Source: an optimization exercise on an open RTL-to-GDS flow (aim: a short achievable clock period and few clock cycles). Production flows keep margins and buffers that such runs may drop.
The flow treats the clock pin as an ideal source. Dropping or thinning the clock tree relies on that and would not hold on a real chip.
Power is estimated from default activity; no workload was simulated.

## circuit_layout_top
module circuit_layout_top (
	input  logic         clk,
	input  logic         rst,
	input  logic         elem_req,
	input  logic [31:0]  elem_rec,
	output logic         elem_ack,
	input  logic         run_req,
	output logic         run_ack,
	output logic         cmd_req,
	output logic [46:0]  cmd,
	input  logic         cmd_ack
);
Size: ~4300 cells after synthesis, roughly 1200 flip-flops, about 87 I/O pins.
clock: 5.0 ns
lec_check: 0
abc_clock_period_in_ps: 2000
cap_margin: 20
core_margin: 2
core_utilization: 50
setup_slack_margin: 3.0
slew_margin: 20
tns_end_percent: 100
standard.sh (not shown) runs the stock make flow with config.mk's settings and CLKGATE_MAP_FILE= SYNTH_SCRIPT=/design/flow/synth_recipe.tcl, a recipe that flattens the netlist after the stock synthesis.
==> flow/flow/run.sh <==
#!/bin/bash
# ORFS's standard flow with its clock tree step replaced by flow/mytree.tcl.
set -euo pipefail
bash standard.sh PRE_CTS_TCL="$PWD/flow/pre_cts.tcl" finish > standard_flow.log 2>&1
Other scripts of this flow, unchanged in this note and not shown: flow/flow/mytree.tcl, flow/flow/pre_cts.tcl
The baseline finished clean.
Change:
--- a/flow/design.v
+++ b/flow/design.v
@@ -495,24 +495,23 @@
 	logic [9:0] e0_dab, e0_dba;
 	logic [8:0] e0_top, e0_h, e0_da, e0_db;
 	logic [2:0] e0_sk;
 	logic [NE-1:0] eoh;
 	logic [NE-1:0] peoh;
 	logic [NE-1:0] pn_e;
 	logic [4:0] pn_a_c, pn_b_c;
 	logic [1:0] pn_k_c;
 	logic [9:0] pn_sl_c, pn_dl_c;
-	logic [4:0] pn_a, pn_b;
-	logic [1:0] pn_k;
 	logic [NN-1:0] pn_oa, pn_ob;
 	logic [2:0] pn_sk;
 	logic [9:0] pn_sl, pn_dl;
 	logic [17:0] pn_pa, pn_pb;
+	logic [8:0] pn_ra, pn_rb;
 	logic [8:0] pn_ra2, pn_rb2;
 	logic [9:0] pn_dab, pn_dba;
 	logic [8:0] pn_top, pn_h, pn_da, pn_db;
 	assign peoh = {eoh[NE-2:0], 1'b0};
 	always_comb begin
 		pn_a_c = '0;
 		pn_b_c = '0;
 		pn_k_c = '0;
 		for (int i = 1; i < NE; i++) begin
@@ -542,44 +541,42 @@
 		e0_ra2 <= e0_ra;
 		e0_rb2 <= e0_rb;
 		e0_dab <= {1'b0, e0_ra} - {1'b0, e0_rb};
 		e0_dba <= {1'b0, e0_rb} - {1'b0, e0_ra};
 		e0_da <= e0_ra - 9'(10 / 2);
 		e0_db <= e0_rb - 9'(10 / 2);
 		e0_top <= e0_dab[9] ? e0_ra2 : e0_rb2;
 		e0_h <= e0_dab[9] ? e0_dba[8:0] : e0_dab[8:0];
 		pn_e <= peoh;
-		pn_a <= pn_a_c;
-		pn_b <= pn_b_c;
-		pn_k <= pn_k_c;
 		for (int n = 0; n < NN; n++) begin
-			pn_oa[n] <= (pn_a == 5'(n));
-			pn_ob[n] <= (pn_b == 5'(n));
+			pn_oa[n] <= (pn_a_c == 5'(n));
+			pn_ob[n] <= (pn_b_c == 5'(n));
 		end
-		pn_sk <= sprite_kind(pn_k);
+		pn_sk <= sprite_kind(pn_k_c);
 		pn_sl <= pn_sl_c;
 		pn_dl <= pn_dl_c;
 		pn_pa <= row_of2(pn_oa, row_s);
 		pn_pb <= row_of2(pn_ob, row_s);
-		pn_ra2 <= pn_pa[17:9] | pn_pa[8:0];
-		pn_rb2 <= pn_pb[17:9] | pn_pb[8:0];
-		pn_dab <= {1'b0, pn_pa[17:9] | pn_pa[8:0]} - {1'b0, pn_pb[17:9] | pn_pb[8:0]};
-		pn_dba <= {1'b0, pn_pb[17:9] | pn_pb[8:0]} - {1'b0, pn_pa[17:9] | pn_pa[8:0]};
-		pn_da <= (pn_pa[17:9] | pn_pa[8:0]) - 9'(10 / 2);
-		pn_db <= (pn_pb[17:9] | pn_pb[8:0]) - 9'(10 / 2);
+		pn_ra <= pn_pa[17:9] | pn_pa[8:0];
+		pn_rb <= pn_pb[17:9] | pn_pb[8:0];
+		pn_ra2 <= pn_ra;
+		pn_rb2 <= pn_rb;
+		pn_dab <= {1'b0, pn_ra} - {1'b0, pn_rb};
+		pn_dba <= {1'b0, pn_rb} - {1'b0, pn_ra};
+		pn_da <= pn_ra - 9'(10 / 2);
+		pn_db <= pn_rb - 9'(10 / 2);
 		pn_top <= pn_dab[9] ? pn_ra2 : pn_rb2;
 		pn_h <= pn_dab[9] ? pn_dba[8:0] : pn_dab[8:0];
 	end
 	logic phase;               
 	logic [8:0] y;             
 	logic [8:0] y_nx;          
-	logic first;               
-	logic [8:0] rp;            
+	logic [NN-1:0] lsh;        
 	logic [NN-1:0] fs;         
 	logic [NN-1:0] ts;         
 	logic [1:0] sub;           
 	logic [2:0] d_sk;
 	logic [8:0] d_top, d_h, d_da, d_db;
 	logic [9:0] d_sl, d_dl;
 	logic cr;
 	logic ra;
 	logic started;
@@ -673,34 +670,33 @@
 	end
 	always_ff @(posedge clk) begin
 		if (rst) begin
 			cmd_hold <= '0;
 		end else if (cmd_ld) begin
 			cmd_hold <= nx;
 		end
 	end
 	always_ff @(posedge clk) begin
-		rp <= row_s[1] - row_s[0];
+		y_nx <= row_of(lsh, row_s);
 	end
 	always_ff @(posedge clk) begin
 		if (!started) begin
 			phase <= !th[1];
 			y <= r1;
-			first <= 1'b1;
+			lsh <= NN'(4);
 			fs <= deg2 >> 1;
 			ts <= th >> 2;
 			eoh <= NE'(1);
 			sub <= 2'd0;
 		end else if (step) begin
 			if (!phase) begin
-				first <= 1'b0;
-				y <= first ? row_s[2] : y_nx;
-				y_nx <= first ? row_s[3] : y_nx + rp;
+				y <= y_nx;
+				lsh <= lsh << 1;
 				fs <= fs >> 1;
 				ts <= ts >> 1;
 				if (!ts[0]) begin
 					phase <= 1'b1;
 				end
 			end else if (sub == 2'd2) begin
 				sub <= 2'd0;
 				eoh <= peoh;
 			end else begin
Worst setup slack improves by 12 ps.
Register-to-register slack is about the same.
Wire length grows by 6.3%.
Total power barely changes.
Global-route usage climbs by 1.1 points.
Critical path depth rises by 6.
Core utilization fell by 0.97 points.
No run of this note included a check of the RTL's function; only the layout flow was run. No run of this note takes its clock network from TritonCTS; it comes from the design's own scripts or RTL.

==> port drivers added, routing unchanged <==
In the flow no input, the clock included, has a driving cell. The finished layouts below were timed again as built, in two steps. Step 1, drivers: a clkbuf_16 drives clk and a buf_2 each remaining input, both assumed. Step 2 times the ports against the registers' clock, not the clock port: input delays grow and output delays shrink by t, the midpoint of the rising clock arrivals with the driver on. a / b / c = no drivers / after step 1 / after step 2; a / b = the first two.
| run | shift t [ns] | setup slack, ns | worst setup path at the end | worst slew at a driven data input, ns |
|---|---|---|---|---|
| the first run | 0.668 | 2.895 / 2.802 / 2.442 | input to register | 0.10 |
| the second run | 0.675 | 2.908 / 2.850 / 2.518 | input to register | 0.15 |
After both steps every run listed still meets setup and hold. The setup slack of the first run, which loses most, moves by -0.093 ns with the drivers and by -0.453 ns with both steps.
